This design comes from an exercise in tuning for small area, a short achievable clock period and few clock cycles per item on the open sky130 flow, not from production work.
RTL that was checked went through simulation tests only; none was proved equivalent to the original.
For runs 1 and 4, only the layout was checked, not whether the RTL still works.
Power figures rest on the tool's default switching activity, not on a simulated workload.

==> flow/design.v <==
package rau_pkg;
  localparam int unsigned FieldWidth  = 32;
  localparam int unsigned DenOutWidth = 31;
  localparam logic [1:0] CMD_ADD = 2'd0;
  localparam logic [1:0] CMD_SUB = 2'd1;
  localparam logic [1:0] CMD_MUL = 2'd2;
  localparam logic [1:0] CMD_DIV = 2'd3;
  localparam logic [1:0] ST_OK       = 2'd0;
  localparam logic [1:0] ST_ZERO_DEN = 2'd1;
  localparam logic [1:0] ST_DIV_ZERO = 2'd2;
  localparam logic [1:0] ST_OVERFLOW = 2'd3;
endpackage
module rau_booth (
  input  logic [2:0] bits,
  input  logic       flip,
  output logic       one,
  output logic       two,
  output logic       neg
);
  assign one = bits[1] ^ bits[0];
  assign two = (bits[2] & ~bits[1] & ~bits[0]) | (~bits[2] & bits[1] & bits[0]);
  assign neg = (bits[2] & ~(bits[1] & bits[0])) ^ flip;
endmodule
module rau_bk #(
  parameter int W = 64
) (
  input  logic [W-1:0] g,
  input  logic [W-1:0] p,
  output logic [W-1:0] go,
  output logic [W-1:0] po
);
  localparam int L = $clog2(W);
  logic [W-1:0] G [0:2*L];
  logic [W-1:0] P [0:2*L];
  assign G[0] = g;
  assign P[0] = p;
  genvar l, i;
  generate
    for (l = 0; l < L; l++) begin : up
      for (i = 0; i < W; i++) begin : bt
        if ((i % (2 << l)) == (2 << l) - 1) begin : nd
          assign G[l+1][i] = G[l][i] | (P[l][i] & G[l][i-(1<<l)]);
          assign P[l+1][i] = P[l][i] & P[l][i-(1<<l)];
        end else begin : th
          assign G[l+1][i] = G[l][i];
          assign P[l+1][i] = P[l][i];
        end
      end
    end
    for (l = L - 1; l > 0; l--) begin : dn
      for (i = 0; i < W; i++) begin : bt
        if ((i % (1 << l)) == (1 << (l - 1)) - 1 && i >= (1 << l)) begin : nd
          assign G[2*L-l][i] = G[2*L-l-1][i] | (P[2*L-l-1][i] & G[2*L-l-1][i-(1<<(l-1))]);
          assign P[2*L-l][i] = P[2*L-l-1][i] & P[2*L-l-1][i-(1<<(l-1))];
        end else begin : th
          assign G[2*L-l][i] = G[2*L-l-1][i];
          assign P[2*L-l][i] = P[2*L-l-1][i];
        end
      end
    end
  endgenerate
  assign go = G[2*L-1];
  assign po = P[2*L-1];
endmodule
module rau_add #(
  parameter int W = 36
) (
  input  logic [W-1:0] a,
  input  logic [W-1:0] b,
  input  logic         cin,
  output logic [W-1:0] s
);
  logic [W-1:0] g, p, go, po;
  assign g = a & b;
  assign p = a ^ b;
  rau_bk #(.W(W)) u_bk (.g(g), .p(p), .go(go), .po(po));
  logic [W-1:0] c;
  assign c = {go[W-2:0] | (po[W-2:0] & {(W-1){cin}}), cin};
  assign s = p ^ c;
endmodule
module rau_sub2 #(
  parameter int W = 64
) (
  input  logic [W-1:0] a,
  input  logic [W-1:0] b,
  output logic [W-1:0] d,
  output logic [W-1:0] dn,
  output logic         ge,
  output logic         eq
);
  logic [W-1:0] g, p, go, po;
  assign g = a & ~b;
  assign p = ~(a ^ b);
  rau_bk #(.W(W)) u_bk (.g(g), .p(p), .go(go), .po(po));
  logic [W-1:0] c1, c0;
  assign c1 = {go[W-2:0] | po[W-2:0], 1'b1};
  assign c0 = {go[W-2:0], 1'b0};
  assign d  = p ^ c1;
  assign dn = ~(p ^ c0);
  assign ge = go[W-1] | po[W-1];
  assign eq = po[W-1];
endmodule
module rational_arithmetic_unit_core #(
  parameter int unsigned VALUE_WIDTH = 32
) (
  input  logic                                clk,
  input  logic                                rst_n,
  input  logic                                in_valid,
  output logic                                in_ready,
  input  logic [1:0]                          in_command,
  input  logic signed [rau_pkg::FieldWidth-1:0] in_left_num,
  input  logic signed [rau_pkg::FieldWidth-1:0] in_left_den,
  input  logic signed [rau_pkg::FieldWidth-1:0] in_right_num,
  input  logic signed [rau_pkg::FieldWidth-1:0] in_right_den,
  output logic                                out_valid,
  input  logic                                out_ready,
  output logic signed [rau_pkg::FieldWidth-1:0] out_result_num,
  output logic [rau_pkg::DenOutWidth-1:0]     out_result_den,
  output logic [1:0]                          out_status
);
  localparam logic [1:0] A_IDLE = 2'd0;
  localparam logic [1:0] A_MUL  = 2'd1;
  localparam logic [1:0] A_DONE = 2'd2;
  localparam logic [1:0] B_IDLE = 2'd0;
  localparam logic [1:0] B_GCD  = 2'd1;
  localparam logic [1:0] B_FIN  = 2'd2;
  logic [1:0]  a_st_r, a_st_nxt;
  logic [1:0]  b_st_r, b_st_nxt;
  logic        rdy_r, rdy_nxt;
  logic        ovalid_r, ovalid_nxt;
  always_ff @(posedge clk) begin
    if (!rst_n) begin
      a_st_r   <= A_IDLE;
      b_st_r   <= B_IDLE;
      rdy_r    <= 1'b1;
      ovalid_r <= 1'b0;
    end else begin
      a_st_r   <= a_st_nxt;
      b_st_r   <= b_st_nxt;
      rdy_r    <= rdy_nxt;
      ovalid_r <= ovalid_nxt;
    end
  end
  logic [3:0]         cnt_r, cnt_nxt;
  logic [1:0]         cmd_r, cmd_nxt;
  logic               rds_r, rds_nxt;       
  logic               rns_r, rns_nxt;       
  logic               pu_r, pu_nxt;         
  logic               pv_r, pv_nxt;
  logic               zd_r, zd_nxt;         
  logic               dz_r, dz_nxt;         
  logic [31:0]        ln_r, ln_nxt;
  logic [31:0]        ld_r, ld_nxt;
  logic signed [35:0] uah_r, uah_nxt;
  logic [31:0]        ual_r, ual_nxt;
  logic signed [34:0] vah_r, vah_nxt;
  logic [31:0]        val_r, val_nxt;
  logic [63:0]        u_r, u_nxt;
  logic [62:0]        v_r, v_nxt;
  logic signed [35:0] m11_r, m11_nxt, m12_r, m12_nxt;    
  logic [34:0]        m21_r, m21_nxt, m22_r, m22_nxt;    
  logic               bzd_r, bzd_nxt;
  logic               bdz_r, bdz_nxt;
  logic               ovx_r, ovx_nxt;       
  logic [31:0]        onum_r, onum_nxt;
  logic [30:0]        oden_r, oden_nxt;
  logic [1:0]         ost_r, ost_nxt;
  always_ff @(posedge clk) begin
    cnt_r  <= cnt_nxt;
    cmd_r  <= cmd_nxt;
    rds_r  <= rds_nxt;
    rns_r  <= rns_nxt;
    pu_r   <= pu_nxt;
    pv_r   <= pv_nxt;
    zd_r   <= zd_nxt;
    dz_r   <= dz_nxt;
    ln_r   <= ln_nxt;
    ld_r   <= ld_nxt;
    uah_r  <= uah_nxt;
    ual_r  <= ual_nxt;
    vah_r  <= vah_nxt;
    val_r  <= val_nxt;
    u_r    <= u_nxt;
    v_r    <= v_nxt;
    m11_r  <= m11_nxt;
    m12_r  <= m12_nxt;
    m21_r  <= m21_nxt;
    m22_r  <= m22_nxt;
    bzd_r  <= bzd_nxt;
    bdz_r  <= bdz_nxt;
    ovx_r  <= ovx_nxt;
    onum_r <= onum_nxt;
    oden_r <= oden_nxt;
    ost_r  <= ost_nxt;
  end
  logic lns, lds;
  assign lns = ln_r[31];
  assign lds = ld_r[31];
  logic is_as, is_sub, is_mul, is_div;
  assign is_as  = ~cmd_r[1];
  assign is_sub = (cmd_r == rau_pkg::CMD_SUB);
  assign is_mul = (cmd_r == rau_pkg::CMD_MUL);
  assign is_div = (cmd_r == rau_pkg::CMD_DIV);
  logic [2:0] bits_rd, bits_rn;
  assign bits_rd = {ual_r[1:0], pu_r};
  assign bits_rn = {val_r[1:0], pv_r};
  logic       sgn_d;
  logic       flip_a, flip_b, flip_c;
  logic [2:0] bits_a, bits_b, bits_c;
  always_comb begin
    sgn_d  = is_div ? (lds ^ rns_r) : (lds ^ rds_r);
    bits_a = is_mul ? bits_rn : bits_rd;
    flip_a = is_mul ? (lns ^ rns_r) : is_div ? (lns ^ rds_r) : sgn_d;
    bits_b = is_as ? bits_rn : 3'b000;
    flip_b = is_as & (sgn_d ^ is_sub);
    bits_c = is_div ? bits_rn : bits_rd;
    flip_c = sgn_d;
  end
  logic one_a, two_a, neg_a, one_b, two_b, neg_b, one_c, two_c, neg_c;
  rau_booth u_ba (.bits(bits_a), .flip(flip_a), .one(one_a), .two(two_a), .neg(neg_a));
  rau_booth u_bb (.bits(bits_b), .flip(flip_b), .one(one_b), .two(two_b), .neg(neg_b));
  rau_booth u_bc (.bits(bits_c), .flip(flip_c), .one(one_c), .two(two_c), .neg(neg_c));
  logic signed [33:0] xln, xld;
  assign xln = 34'(signed'(ln_r));
  assign xld = 34'(signed'(ld_r));
  logic signed [33:0] pp_a, pp_b, pp_c;
  assign pp_a = ((one_a ? xln : 34'sd0) | (two_a ? (xln <<< 1) : 34'sd0)) ^ {34{neg_a}};
  assign pp_b = ((one_b ? xld : 34'sd0) | (two_b ? (xld <<< 1) : 34'sd0)) ^ {34{neg_b}};
  assign pp_c = ((one_c ? xld : 34'sd0) | (two_c ? (xld <<< 1) : 34'sd0)) ^ {34{neg_c}};
  logic [37:0] csa_x, csa_y, csa_s, csa_c;
  logic [37:0] su;
  logic [36:0] sv;
  assign csa_x = 38'(signed'(pp_a));
  assign csa_y = 38'(signed'(pp_b));
  assign csa_s = 38'(uah_r) ^ csa_x ^ csa_y;
  assign csa_c = (38'(uah_r) & csa_x) | (38'(uah_r) & csa_y) | (csa_x & csa_y);
  rau_add #(.W(38)) u_addu (.a(csa_s), .b({csa_c[36:0], neg_a}), .cin(neg_b), .s(su));
  rau_add #(.W(37)) u_addv (.a(37'(vah_r)), .b(37'(signed'(pp_c))), .cin(neg_c), .s(sv));
  logic mul_neg;    
  assign mul_neg = lns ^ lds ^ rds_r ^ rns_r;
  logic        ua_neg;
  logic [63:0] ua_abs;
  assign ua_neg = uah_r[35];
  logic [63:0] ua_inv;
  assign ua_inv = {uah_r[31:0], ual_r} ^ {64{ua_neg}};
  rau_add #(.W(64)) u_abs (.a(ua_inv), .b(64'd0), .cin(ua_neg), .s(ua_abs));
  logic [63:0] d1, d2;       
  logic ge;                  
  logic ueq;
  rau_sub2 #(.W(64)) u_sub (.a({1'b0, v_r}), .b(u_r), .d(d1), .dn(d2), .ge(ge), .eq(ueq));
  logic uz, vz;
  assign uz  = (u_r == 64'd0);
  assign vz  = (v_r == 63'd0);
  function automatic logic [1:0] tz3(input logic [3:1] b);
    tz3 = b[1] ? 2'd1 : b[2] ? 2'd2 : 2'd3;
  endfunction
  logic [1:0] s_uv, s_u, s_v, s_d;
  assign s_uv = tz3(u_r[3:1] | v_r[3:1]);
  assign s_u  = tz3(u_r[3:1]);
  assign s_v  = tz3(v_r[3:1]);
  assign s_d  = tz3(d1[3:1]);
  logic signed [35:0] s1;    
  logic [34:0]        s2;    
  rau_add #(.W(36)) u_s1 (.a(m11_r), .b(m12_r), .cin(1'b0), .s(s1));
  rau_add #(.W(35)) u_s2 (.a(m21_r), .b(m22_r), .cin(1'b0), .s(s2));
  function automatic logic [63:0] shr(input logic [63:0] x, input logic [1:0] s);
    shr = (s == 2'd1) ? (x >> 1) : (s == 2'd2) ? (x >> 2) : (x >> 3);
  endfunction
  function automatic logic [35:0] shl1(input logic [35:0] x, input logic [1:0] s);
    shl1 = (s == 2'd1) ? (x << 1) : (s == 2'd2) ? (x << 2) : (x << 3);
  endfunction
  function automatic logic [34:0] shl2(input logic [34:0] x, input logic [1:0] s);
    shl2 = (s == 2'd1) ? (x << 1) : (s == 2'd2) ? (x << 2) : (x << 3);
  endfunction
  logic ovf_e;
  assign ovf_e = (m11_r[35:32] != 4'b0000 && m11_r[35:32] != 4'b1111)
              || (m12_r[35:32] != 4'b0000 && m12_r[35:32] != 4'b1111)
              || (m21_r[34:31] != 4'b0000) || (m22_r[34:31] != 4'b0000);
  logic ovf_f;
  assign ovf_f = (m11_r[35:31] != 5'b00000 && m11_r[35:31] != 5'b11111)
              || (m21_r[34:31] != 4'b0000);
  logic be, ue, ve, oo;
  assign be = ~u_r[0] & ~v_r[0];
  assign ue = ~u_r[0] &  v_r[0];
  assign ve =  u_r[0] & ~v_r[0];
  assign oo =  u_r[0] &  v_r[0];
  logic g_stop;
  assign g_stop = uz | vz | ovf_e;
  logic u_upd, v_upd, c1_upd, c2_upd;
  assign u_upd  = be | ue | (oo & ~ge);
  assign v_upd  = be | ve | (oo & ge);
  assign c1_upd = ue | oo;
  assign c2_upd = ve | oo;
  logic [1:0] u_sh, v_sh, c1_sh, c2_sh;
  assign u_sh  = be ? s_uv : ue ? s_u : s_d;
  assign v_sh  = be ? s_uv : ve ? s_v : s_d;
  assign c1_sh = ue ? s_u : s_d;
  assign c2_sh = ve ? s_v : s_d;
  logic [63:0] u_new, v_new64;
  logic [62:0] v_new;
  assign u_new   = shr(oo ? d2 : u_r, u_sh);
  assign v_new64 = shr(oo ? d1 : {1'b0, v_r}, v_sh);
  assign v_new   = v_new64[62:0];
  logic signed [35:0] m11_new, m12_new;
  logic [34:0]        m21_new, m22_new;
  assign m11_new = (oo & ge)  ? s1 : shl1(m11_r, c1_sh);
  assign m21_new = (oo & ge)  ? s2 : shl2(m21_r, c1_sh);
  assign m12_new = (oo & ~ge) ? s1 : shl1(m12_r, c2_sh);
  assign m22_new = (oo & ~ge) ? s2 : shl2(m22_r, c2_sh);
  logic xfer;      
  logic fin;       
  assign xfer = (a_st_r == A_DONE) && rdy_r;
  assign fin  = (b_st_r == B_FIN) && !ovalid_r;
  always_comb begin
    a_st_nxt   = a_st_r;
    b_st_nxt   = b_st_r;
    ovalid_nxt = (ovalid_r & ~out_ready) | fin;
    cnt_nxt    = cnt_r;
    cmd_nxt    = cmd_r;
    rds_nxt    = rds_r;
    rns_nxt    = rns_r;
    pu_nxt     = pu_r;
    pv_nxt     = pv_r;
    zd_nxt     = zd_r;
    dz_nxt     = dz_r;
    ln_nxt     = ln_r;
    ld_nxt     = ld_r;
    uah_nxt    = uah_r;
    ual_nxt    = ual_r;
    vah_nxt    = vah_r;
    val_nxt    = val_r;
    u_nxt      = u_r;
    v_nxt      = v_r;
    m11_nxt    = m11_r;
    m12_nxt    = m12_r;
    m21_nxt    = m21_r;
    m22_nxt    = m22_r;
    bzd_nxt    = bzd_r;
    bdz_nxt    = bdz_r;
    ovx_nxt    = ovx_r;
    onum_nxt   = onum_r;
    oden_nxt   = oden_r;
    ost_nxt    = ost_r;
    if (rdy_r) begin
      cmd_nxt = in_command;
      rds_nxt = in_right_den[31];
      rns_nxt = in_right_num[31];
      uah_nxt = '0;
      ual_nxt = in_right_den;
      vah_nxt = '0;
      val_nxt = in_right_num;
      ln_nxt  = in_left_num;
      ld_nxt  = in_left_den;
      pu_nxt  = 1'b0;
      pv_nxt  = 1'b0;
      cnt_nxt = '0;
      a_st_nxt = in_valid ? A_MUL : A_IDLE;
    end else if (a_st_r == A_MUL) begin
      if (cnt_r == 4'd0) begin
        zd_nxt = (ld_r == 32'd0) || (ual_r == 32'd0);
        dz_nxt = is_div && (val_r == 32'd0);
      end
      uah_nxt = su[37:2];
      ual_nxt = {su[1:0], ual_r[31:2]};
      vah_nxt = sv[36:2];
      val_nxt = {sv[1:0], val_r[31:2]};
      pu_nxt  = ual_r[1];
      pv_nxt  = val_r[1];
      cnt_nxt = cnt_r + 4'd1;
      if (cnt_r == 4'd15) a_st_nxt = A_DONE;
    end
    if (fin) begin
      if (bzd_r || bdz_r) begin
        ost_nxt  = bzd_r ? rau_pkg::ST_ZERO_DEN : rau_pkg::ST_DIV_ZERO;
        onum_nxt = '0;
        oden_nxt = '0;
      end else if (uz) begin
        ost_nxt  = rau_pkg::ST_OK;
        onum_nxt = '0;
        oden_nxt = 31'd1;
      end else if (ovf_f || ovx_r) begin
        ost_nxt  = rau_pkg::ST_OVERFLOW;
        onum_nxt = '0;
        oden_nxt = '0;
      end else begin
        ost_nxt  = rau_pkg::ST_OK;
        onum_nxt = m11_r[31:0];
        oden_nxt = m21_r[30:0];
      end
      b_st_nxt = B_IDLE;
    end
    if (xfer) begin
      u_nxt   = ua_abs;
      v_nxt   = {vah_r[30:0], val_r};
      m11_nxt = (is_as ? ua_neg : mul_neg) ? -36'sd1 : 36'sd1;
      m12_nxt = '0;
      m21_nxt = '0;
      m22_nxt = 35'd1;
      bzd_nxt = zd_r;
      bdz_nxt = dz_r;
      ovx_nxt = 1'b0;
      b_st_nxt = B_GCD;
    end else if (b_st_r == B_GCD) begin
      if (g_stop) begin
        b_st_nxt = B_FIN;
        ovx_nxt  = ovf_e;
      end else begin
        if (u_upd) u_nxt = u_new;
        if (v_upd) v_nxt = v_new;
        if (c1_upd) begin
          m11_nxt = m11_new;
          m21_nxt = m21_new;
        end
        if (c2_upd) begin
          m12_nxt = m12_new;
          m22_nxt = m22_new;
        end
        if (oo && ueq) b_st_nxt = B_FIN;
      end
    end
  end
  always_comb begin
    rdy_nxt = (a_st_nxt == A_IDLE)
           || (a_st_nxt == A_DONE && (b_st_nxt == B_IDLE || (b_st_nxt == B_FIN && !ovalid_nxt)));
  end
  assign in_ready       = rdy_r;
  assign out_valid      = ovalid_r;
  assign out_result_num = onum_r;
  assign out_result_den = oden_r;
  assign out_status     = ost_r;
endmodule
==> flow/run.sh <==
#!/bin/bash
# synth_recipe.tcl (not shown) runs the flow's synth.tcl, then flattens the netlist and writes it again
# the make line also repeats each setting of config.mk as NAME=value (left out here)
make -C /OpenROAD-flow-scripts/flow DESIGN_CONFIG=/design/flow/config.mk WORK_HOME=/design/flow/orfs CLKGATE_MAP_FILE= SYNTH_SCRIPT=/design/flow/synth_recipe.tcl finish
==> flow/config.mk <==
export PLATFORM = sky130hd
export DESIGN_NAME = rational_arithmetic_unit_core
export DESIGN_NICKNAME = rational_arithmetic_unit_core
export VERILOG_FILES = /design/flow/design.v
export SDC_FILE = /design/flow/constraint.sdc
export NUM_CORES = 4
export LEC_CHECK = 0
export CAP_MARGIN = 20
export CORE_MARGIN = 2
export CORE_UTILIZATION = 50
export PLACE_DENSITY = 0.65
export SLEW_MARGIN = 20
==> flow/constraint.sdc <==
create_clock -name core_clock -period 12.0 [get_ports {clk}]
set_input_delay 2.4000 -clock core_clock [delete_from_list [all_inputs] [get_ports {clk}]]
set_output_delay 2.4000 -clock core_clock [all_outputs]
set_load 0.01 [all_outputs]
==> results of run 1 <==
## layout by cell type (no fill, tap or decap), types with 73 or more instances in the layout
cell / n
clkdlybuf4s50_1: 200
o22ai_1: 86
o21ai_0: 196
fa_1: 103
xnor2_1: 169
xor2_1: 190
nand2_1: 392
clkbuf_16: 73
mux2i_1: 136
edfxtp_1: 364
nor2_1: 382
nor3_1: 152
a21o_1: 109
a21oi_1: 354
and3_1: 130
ha_1: 209
nand3_1: 121
mux2_2: 78
a22oi_1: 107
dfxtp_1: 188
inv_1: 177
## path summary, 6_finish.rpt
| check | to | slack, ns | cells after the start |
|---|---|---|---|
| worst max-delay path | uah_r[35] | 5.40 | 21 |
| worst min register to register | bzd_r | 0.43 | 0 |
| worst min-delay path | bzd_r | 0.43 | 0 |
| worst max register to register | uah_r[35] | 5.40 | 21 |
## cells by family after synthesis
family                   count (synthesis)  share of synthesized area
multiplexers                           214                    0.05212
buffers and inverters                  510                    0.04694
flip-flops                             554                     0.3429
XOR/XNOR                               361                    0.07390
AND/OR/NAND/NOR                       1493                     0.1669
AO/OA/AOI/OAI                         1337                     0.2081
adder cells (fa/ha/maj)                313                     0.1091
## state kept, by name, summed over array words and instances, names as in the netlist, 35 cells and up
| signal | count |
|---|---|
| m11_r | 36 |
| m12_r | 36 |
| m21_r | 35 |
| m22_r | 35 |
| u_r | 64 |
| uah_r | 36 |
| v_r | 63 |
| vah_r | 35 |
## metal layers
layer  track usage  part of all wire  up-vias
met2        0.4785              0.46     1480
met3       0.03995             0.068      242
li1              -                 -    17760
met5             0                 0        -
met1        0.4180              0.44    18420
met4        0.1011             0.035        0
## worst register-to-register path, cell delays in order, from the launching register on
cell       delay (ns)
edfxtp_1         0.58
nand2b_1         0.24
mux2_2           0.38
ha_1             0.22
nor2_1           0.28
xnor2_2          0.15
buf_4            0.48
xnor2_1          0.21
fa_1             0.53
inv_1            0.04
ha_1             0.34
a21o_1           0.20
a21o_1           0.20
a2111oi_2        0.46
o21bai_1         0.14
a221o_1          0.42
and3_1           0.20
a21oi_2          0.30
o211a_1          0.30
a2111oi_2        0.11
or4b_1           0.48
a311oi_1         0.24
## layout make-up
| class | instances | area, um^2 |
|---|---|---|
| Fill cell | 7765 | 37150 |
| Inverter | 180 | 680.7 |
| Sequential cell | 554 | 14740 |
| Multi-Input combinational cell | 3718 | 26380 |
| Antenna cell | 1 | 2.502 |
| Tap cell | 1144 | 1431 |
| Timing Repair Buffer | 255 | 2460 |
| Clock buffer | 90 | 1941 |
| Clock inverter | 38 | 354.1 |
## report_power, final
| part | switching [mW] | internal [mW] | leakage (nW) |
|---|---|---|---|
| registers | 0.123 | 2.10 | 5.10 |
| clock network | 0.888 | 1.26 | 1.12 |
| logic | 1.03 | 0.797 | 13.1 |
==> flow_summary.toml, run 1 <==
[clock_tree]
htreeDepth = 3
cts_buffers = 69
cts_resized = 0
clock_path_buffers = 3
tritoncts = "done"
cts_root_buffer = "clkbuf_16"
clock_latency_ns = 0.65
clkSinkCount = 554
clk_pin_slew_ns = 0.06
cts_setup_buffers = 0
hold_buffers = 0

[setup_path]
startpoint = "cmd_r[1]"
critPathSlowestCell = "edfxtp_1"
crit_buf_inv = 2
max_stage_delay_ns = 0.58
critPathKind = "reg2reg"
critPathMaxFanout = 36
critical_path.top_delay_family = "compound AO/OA/AOI/OAI gates"
cp.required_ns = 12.54
r2r-start = "cmd_r[1]"
cp-end-kind = "flop"
critPathArrivalTime_ns = 7.13
worstSetupStartpointType = "flop"
cp_cell_sequence = "nand2b_1, mux2_2, ha_1, nor2_1, xnor2_2, buf_4, xnor2_1, fa_1, inv_1, ha_1, a21o_1, a21o_1, a2111oi_2, o21bai_1, a221o_1, and3_1, a21oi_2, o211a_1, a2111oi_2, or4b_1, a311oi_1"

[detailed_routing]
ant_nets = 0
viasPerCell = 6.337
dr.first_iter.drc_count = 3915
dr_total_vias = 37900
drtPass1Iterations = 6
drt-total-wl_mm = 135.2
wl_per_cell_um = 22.61
drc = 0

[yosys]
async_flop_share = 0
synth_fp_nets = 5229
synth_cell_types = 95
seq_area_frac_synth = 0.3429
ys.flop_type = "edfxtp_1"
synth-edff-count = 364
synth_area_per_cell_um2 = 8.986
synthTopCellsByCount = "397 x nand2_1, 386 x nor2_1, 364 x edfxtp_1"
ys_seq_elements = 554
netlist.area_leader.share = 0.2544
synth_top_cell_by_area = "edfxtp_1"
netlist_area_mm2 = 0.04297
yosys_warnings = 16
ys_top_cells_by_area = "edfxtp_1 25%, dfxtp_1 8.9%, ha_1 6.1%"
synth_cells = 4782
yosysMostFrequentCell = "nand2_1"

[power]
power_mw = 6.201
pwr_density_cell_mw_per_mm2 = 129.2
p_leak_nw = 19.34
ir_drop_mv = 0.1289

[floorplan]
die_w_um = 297.2
die_y_um = 297.2
rows = 107
ioPinCount = 201
start_util = 0.5047
core_area_mm2 = 0.08515
die-area_mm2 = 0.08830

[global_route]
grt_max_degree = 167
grt_overflow = 0
grt_pass1_wl_mm = 211.4
antenna_found_initial = 1
grt_use_total = 0.2993
grt_pass1_vias = 35790

[sta]
finClkSkew_ns = 0.03130
timing.final.crit_share = 0.5498
worst_slew_pin_slew_ns = 1.035
relSlewSlack = 0.3078
setup_viol = 0
rsz0062_at_grt = "false"
hold_viol_final = 0
fin_crit_ns = 6.598
final_max_slew_viol_count = 0
timing.final.ws_setup_ns = 5.402
fmax_mhz = 151.6
setup_tns_ns = 0
holdWs_ns = 0.4251

[hold_path]
hp-start = "zd_r"
min_path_type = "reg2reg"

[cells_and_area]
final_util = 0.5637
design_area_mm2 = 0.04799
stdcell_count = 5980
syn2layout_area_growth_pct = 11.69
fin_nets = 5225
layout-drive-gt1-share = 0.06536

[placement]
dp_hpwl_mm = 94.98
globalplace.congestion = 0.9507
dp_slack_ns = 5.263
port_buffers = 200
dp.cells = 5850
dpl_cell_area_mm2 = 0.04566

[job]
max_cap_viol_count = 0

[run_status]
outcome = "finished clean"
==> run 2, diff against run 1 <==
--- a/flow/design.v
+++ b/flow/design.v
@@ -123,7 +123,6 @@
   localparam logic [1:0] A_DONE = 2'd2;
   localparam logic [1:0] B_IDLE = 2'd0;
   localparam logic [1:0] B_GCD  = 2'd1;
-  localparam logic [1:0] B_FIN  = 2'd2;
   logic [1:0]  a_st_r, a_st_nxt;
   logic [1:0]  b_st_r, b_st_nxt;
   logic        rdy_r, rdy_nxt;
@@ -145,8 +144,6 @@
   logic [1:0]         cmd_r, cmd_nxt;
   logic               rds_r, rds_nxt;       
   logic               rns_r, rns_nxt;       
-  logic               pu_r, pu_nxt;         
-  logic               pv_r, pv_nxt;
   logic               zd_r, zd_nxt;         
   logic               dz_r, dz_nxt;         
   logic [31:0]        ln_r, ln_nxt;
@@ -161,7 +158,6 @@
   logic [34:0]        m21_r, m21_nxt, m22_r, m22_nxt;    
   logic               bzd_r, bzd_nxt;
   logic               bdz_r, bdz_nxt;
-  logic               ovx_r, ovx_nxt;       
   logic [31:0]        onum_r, onum_nxt;
   logic [30:0]        oden_r, oden_nxt;
   logic [1:0]         ost_r, ost_nxt;
@@ -170,8 +166,7 @@
     cmd_r  <= cmd_nxt;
     rds_r  <= rds_nxt;
     rns_r  <= rns_nxt;
-    pu_r   <= pu_nxt;
-    pv_r   <= pv_nxt;
+    dec_r  <= dec_nxt;
     zd_r   <= zd_nxt;
     dz_r   <= dz_nxt;
     ln_r   <= ln_nxt;
@@ -188,7 +183,6 @@
     m22_r  <= m22_nxt;
     bzd_r  <= bzd_nxt;
     bdz_r  <= bdz_nxt;
-    ovx_r  <= ovx_nxt;
     onum_r <= onum_nxt;
     oden_r <= oden_nxt;
     ost_r  <= ost_nxt;
@@ -201,25 +195,31 @@
   assign is_sub = (cmd_r == rau_pkg::CMD_SUB);
   assign is_mul = (cmd_r == rau_pkg::CMD_MUL);
   assign is_div = (cmd_r == rau_pkg::CMD_DIV);
-  logic [2:0] bits_rd, bits_rn;
-  assign bits_rd = {ual_r[1:0], pu_r};
-  assign bits_rn = {val_r[1:0], pv_r};
-  logic       sgn_d;
-  logic       flip_a, flip_b, flip_c;
-  logic [2:0] bits_a, bits_b, bits_c;
-  always_comb begin
-    sgn_d  = is_div ? (lds ^ rns_r) : (lds ^ rds_r);
-    bits_a = is_mul ? bits_rn : bits_rd;
-    flip_a = is_mul ? (lns ^ rns_r) : is_div ? (lns ^ rds_r) : sgn_d;
-    bits_b = is_as ? bits_rn : 3'b000;
-    flip_b = is_as & (sgn_d ^ is_sub);
-    bits_c = is_div ? bits_rn : bits_rd;
-    flip_c = sgn_d;
-  end
+  function automatic logic [8:0] booth_dec(input logic [1:0] cmd,
+                                           input logic ln_s, input logic ld_s,
+                                           input logic rd_s, input logic rn_s,
+                                           input logic [2:0] brd, input logic [2:0] brn);
+    logic       as, sub, mul, dv, sgn;
+    logic [2:0] ba, bb, bc;
+    logic       fa, fb, fc;
+    as  = ~cmd[1];
+    sub = (cmd == rau_pkg::CMD_SUB);
+    mul = (cmd == rau_pkg::CMD_MUL);
+    dv  = (cmd == rau_pkg::CMD_DIV);
+    sgn = dv ? (ld_s ^ rn_s) : (ld_s ^ rd_s);
+    ba  = mul ? brn : brd;
+    fa  = mul ? (ln_s ^ rn_s) : dv ? (ln_s ^ rd_s) : sgn;
+    bb  = as ? brn : 3'b000;
+    fb  = as & (sgn ^ sub);
+    bc  = dv ? brn : brd;
+    fc  = sgn;
+    booth_dec = {ba[1] ^ ba[0], (ba[2] & ~ba[1] & ~ba[0]) | (~ba[2] & ba[1] & ba[0]), (ba[2] & ~(ba[1] & ba[0])) ^ fa,
+                 bb[1] ^ bb[0], (bb[2] & ~bb[1] & ~bb[0]) | (~bb[2] & bb[1] & bb[0]), (bb[2] & ~(bb[1] & bb[0])) ^ fb,
+                 bc[1] ^ bc[0], (bc[2] & ~bc[1] & ~bc[0]) | (~bc[2] & bc[1] & bc[0]), (bc[2] & ~(bc[1] & bc[0])) ^ fc};
+  endfunction
+  logic [8:0] dec_r, dec_nxt;
   logic one_a, two_a, neg_a, one_b, two_b, neg_b, one_c, two_c, neg_c;
-  rau_booth u_ba (.bits(bits_a), .flip(flip_a), .one(one_a), .two(two_a), .neg(neg_a));
-  rau_booth u_bb (.bits(bits_b), .flip(flip_b), .one(one_b), .two(two_b), .neg(neg_b));
-  rau_booth u_bc (.bits(bits_c), .flip(flip_c), .one(one_c), .two(two_c), .neg(neg_c));
+  assign {one_a, two_a, neg_a, one_b, two_b, neg_b, one_c, two_c, neg_c} = dec_r;
   logic signed [33:0] xln, xld;
   assign xln = 34'(signed'(ln_r));
   assign xld = 34'(signed'(ld_r));
@@ -272,20 +272,15 @@
   function automatic logic [34:0] shl2(input logic [34:0] x, input logic [1:0] s);
     shl2 = (s == 2'd1) ? (x << 1) : (s == 2'd2) ? (x << 2) : (x << 3);
   endfunction
-  logic ovf_e;
-  assign ovf_e = (m11_r[35:32] != 4'b0000 && m11_r[35:32] != 4'b1111)
-              || (m12_r[35:32] != 4'b0000 && m12_r[35:32] != 4'b1111)
-              || (m21_r[34:31] != 4'b0000) || (m22_r[34:31] != 4'b0000);
-  logic ovf_f;
-  assign ovf_f = (m11_r[35:31] != 5'b00000 && m11_r[35:31] != 5'b11111)
-              || (m21_r[34:31] != 4'b0000);
+  logic ovf_now;
+  assign ovf_now = (s1[35:31] != 5'b00000 && s1[35:31] != 5'b11111) || (s2[34:31] != 4'b0000);
   logic be, ue, ve, oo;
   assign be = ~u_r[0] & ~v_r[0];
   assign ue = ~u_r[0] &  v_r[0];
   assign ve =  u_r[0] & ~v_r[0];
   assign oo =  u_r[0] &  v_r[0];
   logic g_stop;
-  assign g_stop = uz | vz | ovf_e;
+  assign g_stop = uz | vz | ovf_now | (oo & ueq);
   logic u_upd, v_upd, c1_upd, c2_upd;
   assign u_upd  = be | ue | (oo & ~ge);
   assign v_upd  = be | ve | (oo & ge);
@@ -307,10 +302,10 @@
   assign m21_new = (oo & ge)  ? s2 : shl2(m21_r, c1_sh);
   assign m12_new = (oo & ~ge) ? s1 : shl1(m12_r, c2_sh);
   assign m22_new = (oo & ~ge) ? s2 : shl2(m22_r, c2_sh);
-  logic xfer;      
   logic fin;       
-  assign xfer = (a_st_r == A_DONE) && rdy_r;
-  assign fin  = (b_st_r == B_FIN) && !ovalid_r;
+  logic xfer;      
+  assign fin  = (b_st_r == B_GCD) && g_stop && !ovalid_r;
+  assign xfer = (a_st_r == A_DONE) && (b_st_r == B_IDLE || fin);
   always_comb begin
     a_st_nxt   = a_st_r;
     b_st_nxt   = b_st_r;
@@ -319,8 +314,7 @@
     cmd_nxt    = cmd_r;
     rds_nxt    = rds_r;
     rns_nxt    = rns_r;
-    pu_nxt     = pu_r;
-    pv_nxt     = pv_r;
+    dec_nxt    = dec_r;
     zd_nxt     = zd_r;
     dz_nxt     = dz_r;
     ln_nxt     = ln_r;
@@ -337,7 +331,6 @@
     m22_nxt    = m22_r;
     bzd_nxt    = bzd_r;
     bdz_nxt    = bdz_r;
-    ovx_nxt    = ovx_r;
     onum_nxt   = onum_r;
     oden_nxt   = oden_r;
     ost_nxt    = ost_r;
@@ -351,8 +344,9 @@
       val_nxt = in_right_num;
       ln_nxt  = in_left_num;
       ld_nxt  = in_left_den;
-      pu_nxt  = 1'b0;
-      pv_nxt  = 1'b0;
+      dec_nxt = booth_dec(in_command, in_left_num[31], in_left_den[31],
+                          in_right_den[31], in_right_num[31],
+                          {in_right_den[1:0], 1'b0}, {in_right_num[1:0], 1'b0});
       cnt_nxt = '0;
       a_st_nxt = in_valid ? A_MUL : A_IDLE;
     end else if (a_st_r == A_MUL) begin
@@ -364,8 +358,7 @@
       ual_nxt = {su[1:0], ual_r[31:2]};
       vah_nxt = sv[36:2];
       val_nxt = {sv[1:0], val_r[31:2]};
-      pu_nxt  = ual_r[1];
-      pv_nxt  = val_r[1];
+      dec_nxt = booth_dec(cmd_r, lns, lds, rds_r, rns_r, ual_r[3:1], val_r[3:1]);
       cnt_nxt = cnt_r + 4'd1;
       if (cnt_r == 4'd15) a_st_nxt = A_DONE;
     end
@@ -378,14 +371,14 @@
         ost_nxt  = rau_pkg::ST_OK;
         onum_nxt = '0;
         oden_nxt = 31'd1;
-      end else if (ovf_f || ovx_r) begin
+      end else if (ovf_now) begin
         ost_nxt  = rau_pkg::ST_OVERFLOW;
         onum_nxt = '0;
         oden_nxt = '0;
       end else begin
         ost_nxt  = rau_pkg::ST_OK;
-        onum_nxt = m11_r[31:0];
-        oden_nxt = m21_r[30:0];
+        onum_nxt = s1[31:0];
+        oden_nxt = s2[30:0];
       end
       b_st_nxt = B_IDLE;
     end
@@ -398,30 +391,23 @@
       m22_nxt = 35'd1;
       bzd_nxt = zd_r;
       bdz_nxt = dz_r;
-      ovx_nxt = 1'b0;
       b_st_nxt = B_GCD;
-    end else if (b_st_r == B_GCD) begin
-      if (g_stop) begin
-        b_st_nxt = B_FIN;
-        ovx_nxt  = ovf_e;
-      end else begin
-        if (u_upd) u_nxt = u_new;
-        if (v_upd) v_nxt = v_new;
-        if (c1_upd) begin
-          m11_nxt = m11_new;
-          m21_nxt = m21_new;
-        end
-        if (c2_upd) begin
-          m12_nxt = m12_new;
-          m22_nxt = m22_new;
-        end
-        if (oo && ueq) b_st_nxt = B_FIN;
+      a_st_nxt = A_IDLE;
+    end else if (b_st_r == B_GCD && !g_stop) begin
+      if (u_upd) u_nxt = u_new;
+      if (v_upd) v_nxt = v_new;
+      if (c1_upd) begin
+        m11_nxt = m11_new;
+        m21_nxt = m21_new;
+      end
+      if (c2_upd) begin
+        m12_nxt = m12_new;
+        m22_nxt = m22_new;
       end
     end
   end
   always_comb begin
-    rdy_nxt = (a_st_nxt == A_IDLE)
-           || (a_st_nxt == A_DONE && (b_st_nxt == B_IDLE || (b_st_nxt == B_FIN && !ovalid_nxt)));
+    rdy_nxt = (a_st_nxt == A_IDLE);
   end
   assign in_ready       = rdy_r;
   assign out_valid      = ovalid_r;
==> flow/flow/run.sh (new file) <==
#!/bin/bash
# standard layout, with repair_timing asked for more setup slack than the
# clock needs so that the critical paths are sized and buffered
cp standard.sh standard_sh.txt
export SETUP_SLACK_MARGIN=8.0
bash standard.sh > standard.log 2>&1
==> flow/standard.sh (new file) <==
#!/bin/bash
# synth_recipe.tcl (not shown) runs the flow's synth.tcl, then flattens the netlist and writes it again
# the make line also repeats each setting of config.mk as NAME=value (left out here)
make -C /OpenROAD-flow-scripts/flow DESIGN_CONFIG=/design/flow/config.mk WORK_HOME=/design/flow/orfs CLKGATE_MAP_FILE= SYNTH_SCRIPT=/design/flow/synth_recipe.tcl "${@:-finish}"
removed: flow/run.sh
==> run 2 against run 1 <==
Wire length rose by 16%. First-iteration DRC count up 16%. Count of clock-buffer cells in the layout is 6 lower. Global-route usage is 4.0 points higher. Critical path depth up 2. Combinational power grew 9%. Synthesized cell count fell by 2.2%. Clock skew shrank 0.0060 ns. Sequential cell count grew 5. Still clean. Cell count up 2.7%.
==> flow_summary.toml, run 2 <==
[floorplan]
rows = 107
ioPinCount = 201
die-area_mm2 = 0.08766
die_y_um = 296.1
core_area_mm2 = 0.08488
start_util = 0.5025
die_w_um = 296.1

[yosys]
yosysMostFrequentCell = "nand2_1"
ys_top_cells_by_area = "edfxtp_1 26%, dfxtp_1 8.7%, ha_1 6.2%"
ys_seq_elements = 559
synth_top_cell_by_area = "edfxtp_1"
synthTopCellsByCount = "444 x nand2_1, 393 x nor2_1, 373 x edfxtp_1"
netlist.area_leader.share = 0.2626
synth-edff-count = 373
async_flop_share = 0
ys.flop_type = "edfxtp_1"
synth_fp_nets = 5126
synth_cell_types = 93
netlist_area_mm2 = 0.04265
yosys_warnings = 16
synth_cells = 4677
synth_area_per_cell_um2 = 9.120
seq_area_frac_synth = 0.3499

[cells_and_area]
final_cell_mix = "438 x nand2_1, 373 x edfxtp_1, 341 x nor2_1"
regMostFlops = "u_r"
register_area_mm2 = 0.01493
multi_input_comb_area_mm2 = 0.02802
stdcell_count = 6139
fin_nets = 5387
layout_commonest_cell = "nand2_1"
layout-drive-gt1-share = 0.1708
syn2layout_area_growth_pct = 26.83
largest_register_ffs = 64
largestRegisters = "u_r x64, v_r x63"
final_util = 0.6374
num-fill-cells = 6876

[clock_tree]
clkSinkCount = 559
hold_buffers = 0
clk_pin_slew_ns = 0.06
tritoncts = "done"
cts_root_buffer = "clkbuf_16"
clock_path_buffers = 3
htreeDepth = 3
cts_buffers = 68
clock_latency_ns = 0.65

[sta]
timing.final.crit_share = 0.4720
final_max_slew_viol_count = 0
fmax_mhz = 176.5
setup_viol = 0
hold_viol_final = 0
fin_crit_ns = 5.665
rsz0062_at_grt = "true"
setup_tns_ns = 0
worst_slew_pin_slew_ns = 1.206
finClkSkew_ns = 0.02534
relSlewSlack = 0.1889

[placement]
globalplace.congestion = 0.9809
dp_hpwl_mm = 96.73
port_buffers = 200
dp.cells = 5765

[detailed_routing]
ant_nets = 0
viasPerCell = 6.539
drt-total-wl_mm = 157.0
drc = 0
dr.first_iter.drc_count = 4558
wl_per_cell_um = 25.58
drtPass1Iterations = 6
dr_total_vias = 40140

[global_route]
grt_pass1_wl_mm = 229.1
gr-usage-met2 = 0.5329
use_met3 = 0.06063
met1_usage = 0.4469
grt_overflow = 0
grt_pass1_vias = 37520
grt_max_degree = 83
antenna_found_initial = 1
grt_busiest_layer = "met2"
grt_use_total = 0.3391

[run_status]
outcome = "finished clean"

[power]
pwr_density_cell_mw_per_mm2 = 120.4
p_leak_nw = 21.00
netSwitchingPower_mw = 2.128
combPwrFrac = 0.308
intPower_mw = 4.387
clkPwrFrac = 0.340
seq_power_share = 0.353
swShare = 0.3267
ir_drop_mv = 0.1429

[setup_path]
max_stage_delay_ns = 0.46
r2r-start = "m21_r[0]"
worstSetupStartpointType = "flop"
critPathArrivalTime_ns = 6.06
cp-end-kind = "flop"
critPathMaxFanout = 8
critPathKind = "reg2reg"
cp_cell_sequence = "ha_2, fa_2, a211oi_2, o21ai_1, a31o_2, a2111oi_4, o31ai_4, a21o_1, a21o_1, a21o_1, fa_2, xor2_1, or3_4, nor3_4, nand4_1, nor3_4, or2_4, buf_6, buf_6, o21ai_4, buf_12, buf_12, buf_16"
cp.required_ns = 12.40
crit_top_cell = "a21o_1"
startpoint = "m21_r[0]"
critPathSlowestCell = "a2111oi_4"
crit_buf_inv = 5
critical_path.top_delay_family = "compound AO/OA/AOI/OAI gates"

[hold_path]
min_path_type = "reg2reg"
hp-start = "dz_r"

[job]
max_cap_viol_count = 0
## run 2: changes by cell type in the layout (fill, tap and decap cells not counted), moves of 50 or more
cell and change:
buf_16 +59, xnor2_1 +52, a21oi_1 -78, and3_1 -73
nor3_1 -93, o21ai_1 +61, xor2_1 -59, nand3_1 -73
a22oi_1 +51, o221ai_1 -50
## run 2: timing repair
action,4_1_cts,5_1_grt
setup buffers,124,36
pin swaps,43,54
gates cloned,65,21
setup endpoints to repair,620,594
gates resized for setup,287,241
hold endpoints to repair,0,0
## run 2: area by class of cell
class                           count  share of cell area
Antenna cell                        2          0.00009251
Clock buffer                       84             0.03404
Clock inverter                     41            0.009644
Inverter                          158             0.01136
Multi-Input combinational cell   3653              0.5180
Sequential cell                   559              0.2760
Tap cell                         1144             0.02646
Timing Repair Buffer              491              0.1223
Timing Repair inverter              7            0.002058
## run 2: cells by family (layout without fill, tap and decap cells)
logic type / after synthesis / count (layout) / synth area share
compound gates: 1421 / 1421 / 0.2189
mux: 228 / 231 / 0.05565
flops: 559 / 559 / 0.3499
other cells: 0 / 2 / 0
buf+inv: 471 / 781 / 0.04435
simple gates: 1325 / 1328 / 0.1467
xor+xnor: 358 / 358 / 0.07383
fa+ha+maj: 315 / 315 / 0.1107
## run 2: final timing paths
| check | endpoint | slack [ns] | cells past startpoint |
|---|---|---|---|
| max | v_r[24] | 6.34 | 23 |
| min | bdz_r | 0.42 | 0 |
| max reg2reg | v_r[24] | 6.34 | 23 |
| min reg2reg | bdz_r | 0.42 | 0 |
## run 2: power by group through the flow
stage	sequential [mW]	clock [mW]	combinational, mW
3_3_place_gp	2.35	0	1.70
3_5_place_dp	2.35	0	1.72
6_report	2.30	2.21	2.00
2_1_floorplan	2.27	0	1.40
5_1_grt	2.31	2.31	2.22
4_1_cts	2.29	2.23	1.85
## run 2: stage by stage
stage,worst slack (ns),cell area (um^2),power (mW),hold WS [ns]
2_1_floorplan,5.940,43470,3.668,0.4003
5_1_grt,6.208,54090,6.834,0.4385
4_1_cts,6.456,52130,6.370,0.4221
3_5_place_dp,4.804,45810,4.077,0.4072
3_3_place_gp,4.849,45810,4.056,0.4034
6_report,6.335,54100,6.515,0.4193
## run 2: per-layer routing
metal | vias to the layer above | wire length (um)
met3 | 560 | 15430
met4 | 0 | 10630
met2 | 2365 | 69860
li1 | 17980 | -
met1 | 19240 | 61090
met5 | - | 0
Testbench counts of run 2, summed over its fixed seeds: cycles 53,264, items 2,400.
==> run 3, diff against run 2 <==
==> flow/run.sh (new file) <==
#!/bin/bash
# synth_recipe.tcl (not shown) runs the flow's synth.tcl, then flattens the netlist and writes it again
# the make line also repeats each setting of config.mk as NAME=value (left out here)
make -C /OpenROAD-flow-scripts/flow DESIGN_CONFIG=/design/flow/config.mk WORK_HOME=/design/flow/orfs CLKGATE_MAP_FILE= SYNTH_SCRIPT=/design/flow/synth_recipe.tcl finish
removed: flow/flow/run.sh
removed: flow/standard.sh
==> run 3 against run 2 <==
Highest routed layer unchanged. Clock power barely moved. Die area did not move. Synthesized area is the same. Non-clock buffer count is 231 lower.
==> flow_summary.toml, run 3 <==
[sta]
holdWs_ns = 0.4311
relSlewSlack = 0.2258
worst_slew_pin_slew_ns = 1.147
rsz0062_at_grt = "false"
fmax_mhz = 129.1
final_max_slew_viol_count = 0
finClkSkew_ns = 0.02230
setup_tns_ns = 0
hold_viol_final = 0
fin_crit_ns = 7.743
setup_viol = 0
timing.final.crit_share = 0.6453

[clock_tree]
clkSinkCount = 559
cts_buffers = 72
tritoncts = "done"
clock_latency_ns = 0.64
clock_path_buffers = 3
cts_root_buffer = "clkbuf_16"
clk_pin_slew_ns = 0.06
cts_resized = 0
cts_setup_buffers = 0
hold_buffers = 0
htreeDepth = 3

[yosys]
synth_area_per_cell_um2 = 9.120
synth_cell_types = 93
yosys_warnings = 16
async_flop_share = 0
synth_cells = 4677
synth_top_cell_by_area = "edfxtp_1"
seq_area_frac_synth = 0.3499
synth_fp_nets = 5126
netlist.area_leader.share = 0.2626
ys.flop_type = "edfxtp_1"
synth-edff-count = 373
synthTopCellsByCount = "444 x nand2_1, 393 x nor2_1, 373 x edfxtp_1"
yosysMostFrequentCell = "nand2_1"
ys_top_cells_by_area = "edfxtp_1 26%, dfxtp_1 8.7%, ha_1 6.2%"
ys_seq_elements = 559
netlist_area_mm2 = 0.04265

[detailed_routing]
viasPerCell = 6.303
drt-total-wl_mm = 136.4
dr_total_vias = 37180
wl_per_cell_um = 23.13
drc = 0
ant_nets = 0
drtPass1Iterations = 6
dr.first_iter.drc_count = 3802

[placement]
port_buffers = 200
dp.cells = 5768
dpl_cell_area_mm2 = 0.04543
globalplace.congestion = 1.006
dp_hpwl_mm = 97.89

[global_route]
grt_pass1_vias = 35070
grt_overflow = 0
grt_use_total = 0.3074
grt_pass1_wl_mm = 209.9
grt_max_degree = 133
antenna_found_initial = 2

[power]
p_leak_nw = 18.62
ir_drop_mv = 0.1351
pwr_density_cell_mw_per_mm2 = 130.7

[cells_and_area]
layout-drive-gt1-share = 0.06416
design_area_mm2 = 0.04781
antenna_cells = 0
stdcell_count = 5898
final_cell_mix = "443 x nand2_1, 389 x nor2_1, 373 x edfxtp_1"
largest_register_ffs = 64
fin_nets = 5147
syn2layout_area_growth_pct = 12.08
layout_commonest_cell = "nand2_1"
regMostFlops = "u_r"
largestRegisters = "u_r x64, v_r x63"

[setup_path]
cp-end-kind = "flop"
critPathMaxFanout = 35
critPathKind = "reg2reg"
critPathArrivalTime_ns = 8.27
worstSetupStartpointType = "flop"
cp.required_ns = 12.53

[floorplan]
die-area_mm2 = 0.08766
start_util = 0.5025
die_w_um = 296.1
ioPinCount = 201
rows = 107
core_area_mm2 = 0.08488
die_y_um = 296.1

[job]
max_cap_viol_count = 0

[hold_path]
min_path_type = "reg2reg"

[run_status]
outcome = "finished clean"
run 3: cell types whose count changed in the layout (fill, tap and decap cells not counted), sizes merged, moves of 4 or more:
cell	previous run	this run
dlygate4sd2	5	0
clkbuf	102	93
clkdlybuf4s50	193	200
clkinv	21	25
inv	168	157
buf	272	60
run 3: through the flow:
step / setup slack [ns] / util / total power [mW]
floorplan: 2.213 / - / 3.661
global placement: 4.562 / 0.5353 / 4.057
detailed placement: 4.404 / 0.5353 / 4.070
CTS: 4.364 / 0.5632 / 6.272
global route: 3.842 / 0.5632 / 6.582
finish: 4.257 / 0.5632 / 6.247
run 3: power by group:
group / internal (mW) / leakage [nW] / switching [mW] / total [mW]
logic: 0.800 / 12.7 / 0.946 / 1.75
clock network: 1.31 / 1.14 / 0.882 / 2.19
registers: 2.15 / 4.79 / 0.161 / 2.31
total: 4.26 / 18.6 / 1.99 / 6.25
run 3: worst max-delay path, cell delays in order, from the launching register on:
cell	delay, ns
edfxtp_1	0.42
ha_1	0.24
fa_1	0.41
a211oi_1	0.33
o21ai_0	0.21
nand4_1	0.18
a21oi_1	0.12
o2111ai_1	0.25
a31oi_1	0.19
a221o_1	0.33
a21o_1	0.20
a31o_2	0.25
fa_1	0.39
xnor3_1	0.40
nor4_1	0.29
a41oi_1	0.14
nor3_1	0.33
nor3b_4	0.63
buf_4	0.46
nand4b_1	0.97
buf_4	0.62
a21oi_1	0.19
nand2_1	0.06
run 3: cell type report:
| cell class | instances | area [um^2] |
|---|---|---|
| timing repair buffer | 260 | 2465 |
| fill | 7759 | 37070 |
| tap | 1144 | 1431 |
| sequential | 559 | 14930 |
| inverter | 158 | 595.6 |
| multi-input combinational | 3647 | 26010 |
| clock inverter | 37 | 365.4 |
| clock buffer | 93 | 2007 |
run 3: routing by layer:
layer | global-route usage | vias up | share of wire
li1 | - | 17450 | -
met1 | 0.4321 | 17850 | 0.44
met2 | 0.4715 | 1615 | 0.44
met3 | 0.04819 | 265 | 0.079
met4 | 0.1277 | 0 | 0.043
met5 | 0 | - | 0
run 3: final timing paths:
path | startpoint | end | slack, ns | cells after the start
setup / recovery | m11_r[0] | m22_r[0] | 4.26 | 22
setup reg to reg | m11_r[0] | m22_r[0] | 4.26 | 22
hold reg to reg | zd_r | bzd_r | 0.43 | 0
hold / removal | zd_r | bzd_r | 0.43 | 0
run 3: cell families (layout without fill, tap and decap cells):
| kind of cell | Yosys count | count (layout) | synth area share |
|---|---|---|---|
| adders and majority gates | 315 | 315 | 0.1107 |
| DFF | 559 | 559 | 0.3499 |
| muxes | 228 | 228 | 0.05565 |
| buffers and inverters | 471 | 548 | 0.04435 |
| xor gates and xnor gates | 358 | 358 | 0.07383 |
| and+or+nand+nor | 1325 | 1325 | 0.1467 |
| AOI/OAI and AO/OA | 1421 | 1421 | 0.2189 |
==> run 4, diff against run 3 <==
--- a/flow/design.v
+++ b/flow/design.v
@@ -274,13 +274,17 @@
   endfunction
   logic ovf_now;
   assign ovf_now = (s1[35:31] != 5'b00000 && s1[35:31] != 5'b11111) || (s2[34:31] != 4'b0000);
+  logic ovf_bits;
+  assign ovf_bits = (m11_r[35:31] != 5'b00000 && m11_r[35:31] != 5'b11111)
+                 || (m12_r[35:31] != 5'b00000 && m12_r[35:31] != 5'b11111)
+                 || (m21_r[34:31] != 4'b0000) || (m22_r[34:31] != 4'b0000);
   logic be, ue, ve, oo;
   assign be = ~u_r[0] & ~v_r[0];
   assign ue = ~u_r[0] &  v_r[0];
   assign ve =  u_r[0] & ~v_r[0];
   assign oo =  u_r[0] &  v_r[0];
   logic g_stop;
-  assign g_stop = uz | vz | ovf_now | (oo & ueq);
+  assign g_stop = uz | vz | ovf_bits | (oo & ueq);
   logic u_upd, v_upd, c1_upd, c2_upd;
   assign u_upd  = be | ue | (oo & ~ge);
   assign v_upd  = be | ve | (oo & ge);
@@ -371,7 +375,7 @@
         ost_nxt  = rau_pkg::ST_OK;
         onum_nxt = '0;
         oden_nxt = 31'd1;
-      end else if (ovf_now) begin
+      end else if (ovf_bits || ovf_now) begin
         ost_nxt  = rau_pkg::ST_OVERFLOW;
         onum_nxt = '0;
         oden_nxt = '0;
@@ -393,7 +397,7 @@
       bdz_nxt = dz_r;
       b_st_nxt = B_GCD;
       a_st_nxt = A_IDLE;
-    end else if (b_st_r == B_GCD && !g_stop) begin
+    end else if (b_st_r == B_GCD && !(g_stop && ovalid_r)) begin
       if (u_upd) u_nxt = u_new;
       if (v_upd) v_nxt = v_new;
       if (c1_upd) begin
==> flow/flow/run.sh (new file) <==
#!/bin/bash
# standard layout, with repair_timing asked for more setup slack than the
# clock needs so that the critical paths are sized and buffered
cp standard.sh standard_sh.txt
export SETUP_SLACK_MARGIN=8.0
bash standard.sh > standard.log 2>&1
==> flow/standard.sh (new file) <==
#!/bin/bash
# synth_recipe.tcl (not shown) runs the flow's synth.tcl, then flattens the netlist and writes it again
# the make line also repeats each setting of config.mk as NAME=value (left out here)
make -C /OpenROAD-flow-scripts/flow DESIGN_CONFIG=/design/flow/config.mk WORK_HOME=/design/flow/orfs CLKGATE_MAP_FILE= SYNTH_SCRIPT=/design/flow/synth_recipe.tcl "${@:-finish}"
removed: flow/run.sh
==> run 4 against run 3 <==
Still clean on timing, DRC and antenna. Global-route usage grew 2.0 points. Sequential share of layout area shrank 2.9 points. Count of clock-buffer cells in the layout grew 1. Critical path depth shrank 1. Largest power group unchanged.
==> flow_summary.toml, run 4 <==
[run_status]
outcome = "finished clean"

[power]
netSwitchingPower_mw = 2.194
pwr_density_cell_mw_per_mm2 = 124.8
clkPwrFrac = 0.328
ir_drop_mv = 0.1393
combPwrFrac = 0.318
p_leak_nw = 19.83
intPower_mw = 4.375
seq_power_share = 0.354
swShare = 0.3340

[clock_tree]
clkSinkCount = 559
clk_pin_slew_ns = 0.05
cts_root_buffer = "clkbuf_16"
htreeDepth = 3
clock_latency_ns = 0.64
clock_path_buffers = 3
tritoncts = "done"
cts_buffers = 70

[cells_and_area]
layout_commonest_cell = "nand2_1"
stdcell_count = 6147
largest_register_ffs = 64
multi_input_comb_area_mm2 = 0.02829
fin_nets = 5404
syn2layout_area_growth_pct = 24.24
regMostFlops = "u_r"
layout-drive-gt1-share = 0.1870
design_area_mm2 = 0.05265
largestRegisters = "u_r x64, v_r x63"
num-fill-cells = 6959
register_area_mm2 = 0.01494
final_cell_mix = "419 x nand2_1, 410 x nor2_1, 373 x edfxtp_1"
final_util = 0.6282

[global_route]
antenna_found_initial = 3
grt_pass1_vias = 37170
grt_pass1_wl_mm = 221.6
grt_use_total = 0.3270
grt_overflow = 0
grt_max_degree = 89

[floorplan]
start_util = 0.5056
core_area_mm2 = 0.08382
die_y_um = 295.1
die-area_mm2 = 0.08710
rows = 106
ioPinCount = 201
die_w_um = 295.1

[placement]
port_buffers = 200
dp.cells = 5779
dp_hpwl_mm = 95.32
dpl_cell_area_mm2 = 0.04532
globalplace.congestion = 0.9730

[detailed_routing]
dr_total_vias = 39790
drt-total-wl_mm = 149.2
drtPass1Iterations = 5
viasPerCell = 6.474
ant_nets = 0
wl_per_cell_um = 24.27
dr.first_iter.drc_count = 4374
drc = 0

[yosys]
netlist.area_leader.share = 0.2643
yosysMostFrequentCell = "nand2_1"
ys_seq_elements = 559
yosys_warnings = 16
synth-edff-count = 373
netlist_area_mm2 = 0.04238
synthTopCellsByCount = "437 x nand2_1, 427 x nor2_1, 373 x edfxtp_1"
synth_area_per_cell_um2 = 9.013
synth_cell_types = 89
async_flop_share = 0
seq_area_frac_synth = 0.3521
synth_cells = 4702
ys.flop_type = "edfxtp_1"
synth_fp_nets = 5151
ys_top_cells_by_area = "edfxtp_1 26%, dfxtp_1 8.8%, ha_1 6.2%"
synth_top_cell_by_area = "edfxtp_1"

[sta]
setup_viol = 0
worst_slew_pin_slew_ns = 1.259
relSlewSlack = 0.1609
hold_viol_final = 0
final_max_slew_viol_count = 0
timing.final.crit_share = 0.3991
fmax_mhz = 208.8
holdWs_ns = 0.4181
rsz0062_at_grt = "true"
finClkSkew_ns = 0.02605
fin_crit_ns = 4.789
setup_tns_ns = 0

[setup_path]
crit_top_cell = "inv_2"
max_stage_delay_ns = 0.55
critPathArrivalTime_ns = 5.29
critPathKind = "reg2reg"
cp_cell_sequence = "ha_4, and4_1, or4b_4, a211oi_2, o21ba_4, a211oi_4, o31ai_4, o2111ai_2, a21o_1, a21oi_2, fa_2, inv_2, nor4_4, mux2i_2, nor3_4, inv_2, nor3b_4, buf_4, buf_12, buf_16, and2_4"
worstSetupStartpointType = "flop"
r2r_slack_ns = 7.21
cp.required_ns = 12.50
critPathMaxFanout = 8
cp-end-kind = "flop"
critPathSlowestCell = "fa_2"

[job]
max_cap_viol_count = 0

[hold_path]
min_path_type = "reg2reg"
[run 4: cell types whose count changed after synthesis, sizes merged, moves of 34 or more]
| cell | previous run | this run |
|---|---|---|
| nor2 | 393 | 428 |
| and3 | 69 | 26 |
| mux2i | 155 | 58 |
| o31ai | 27 | 75 |
| a22oi | 164 | 129 |
| and2 | 12 | 46 |
| a211oi | 49 | 86 |
[run 4: metrics by stage]
stage	setup slack, ns	total power, mW
after floorplan	7.579	3.810
after global placement	6.348	4.256
after detailed placement	6.187	4.278
after CTS	7.204	6.488
after global routing	7.068	6.894
final	7.211	6.569
[run 4: path summary, 6_finish.rpt]
path              cells past startpoint    endpoint  startpoint
setup / recovery                     21  oden_r[11]   m11_r[13]
hold / removal                        0       bdz_r        dz_r
setup reg to reg                     21  oden_r[11]   m11_r[13]
hold reg to reg                       0       bdz_r        dz_r
[run 4: timing repair]
item | CTS | global route
pin swaps | 129 | 131
endpoints found under the setup margin | 542 | 452
cloned | 21 | 9
gates resized for setup | 355 | 267
hold buffers | 0 | 0
setup buffers | 139 | 69
[run 4: worst max-delay path: cells and delay by family, from the launching register on]
kind | cells | cell delay, ns
multiplexers | 1 | 0.17
flip-flops | 1 | 0.44
AO/OA/AOI/OAI | 7 | 1.15
adder cells (fa/ha/maj) | 2 | 0.85
buffers and inverters | 5 | 0.58
AND/OR/NAND/NOR | 6 | 1.43
[run 4: cells by family (layout without fill, tap and decap cells)]
group / count (synthesis) / in the layout / synth area share
buf+inv: 495 / 793 / 0.04668
mux: 138 / 138 / 0.03496
fa+ha+maj: 315 / 315 / 0.1114
xor+xnor: 357 / 357 / 0.07378
flops: 559 / 559 / 0.3521
simple gates: 1418 / 1429 / 0.1578
compound gates: 1420 / 1421 / 0.2232
other cells: 0 / 1 / 0
[run 4: final cells by class]
type | instances | area share
Multi-Input combinational cell | 3660 | 0.5373
Sequential cell | 559 | 0.2837
Timing Repair Buffer | 479 | 0.09508
Clock buffer | 94 | 0.03755
Tap cell | 1134 | 0.02695
Inverter | 185 | 0.01343
Clock inverter | 35 | 0.006012
Antenna cell | 1 | 0.00004753
[run 4: power by group through the flow]
stage / clock network, mW / registers (mW) / logic, mW
2_1_floorplan: 0 / 2.29 / 1.52
3_3_place_gp: 0 / 2.38 / 1.88
3_5_place_dp: 0 / 2.38 / 1.90
4_1_cts: 2.18 / 2.32 / 1.99
5_1_grt: 2.25 / 2.34 / 2.31
6_report: 2.16 / 2.32 / 2.09
[run 4: layer usage]
layer | global-route usage | share of wire
met3 | 0.05841 | 0.093
met1 | 0.4306 | 0.39
met5 | 0 | 0.000087
met4 | 0.1575 | 0.056
met2 | 0.5211 | 0.46

-- what the ideal ports hide --
Ports are ideal in the flow. The routed layouts listed here were re-timed in OpenROAD. Step 1 (the two cells are an assumption about what drives the block):
set clk [get_ports {clk}]
set_driving_cell -lib_cell sky130_fd_sc_hd__clkbuf_16 $clk
set_driving_cell -lib_cell sky130_fd_sc_hd__buf_2 [delete_from_list [all_inputs] $clk]
Step 2 also shifts input and output timing later by t, the mid clock arrival at the registers, as if the neighbouring blocks saw the same clock. Slacks: ideal ports / drivers / drivers and shift; pairs: ideal ports / drivers.
run | t (ns) | setup WS [ns] | hold slack, ns | worst register clock-pin slew, ns | cell pins on the clock port's net
run 1 | 0.704 | 5.402 / 5.402 / 5.402 | 0.425 / 0.425 / 0.425 | 0.07 / 0.07 | 1
run 2 | 0.708 | 6.335 / 6.335 / 6.335 | 0.419 / 0.419 / 0.419 | 0.07 / 0.07 | 1
run 3 | 0.692 | 4.257 / 4.257 / 4.257 | 0.431 / 0.431 / 0.431 | 0.06 / 0.06 | 1
run 4 | 0.700 | 7.211 / 7.211 / 7.211 | 0.418 / 0.418 / 0.418 | 0.06 / 0.06 | 1
After both steps every run listed still meets setup and hold.
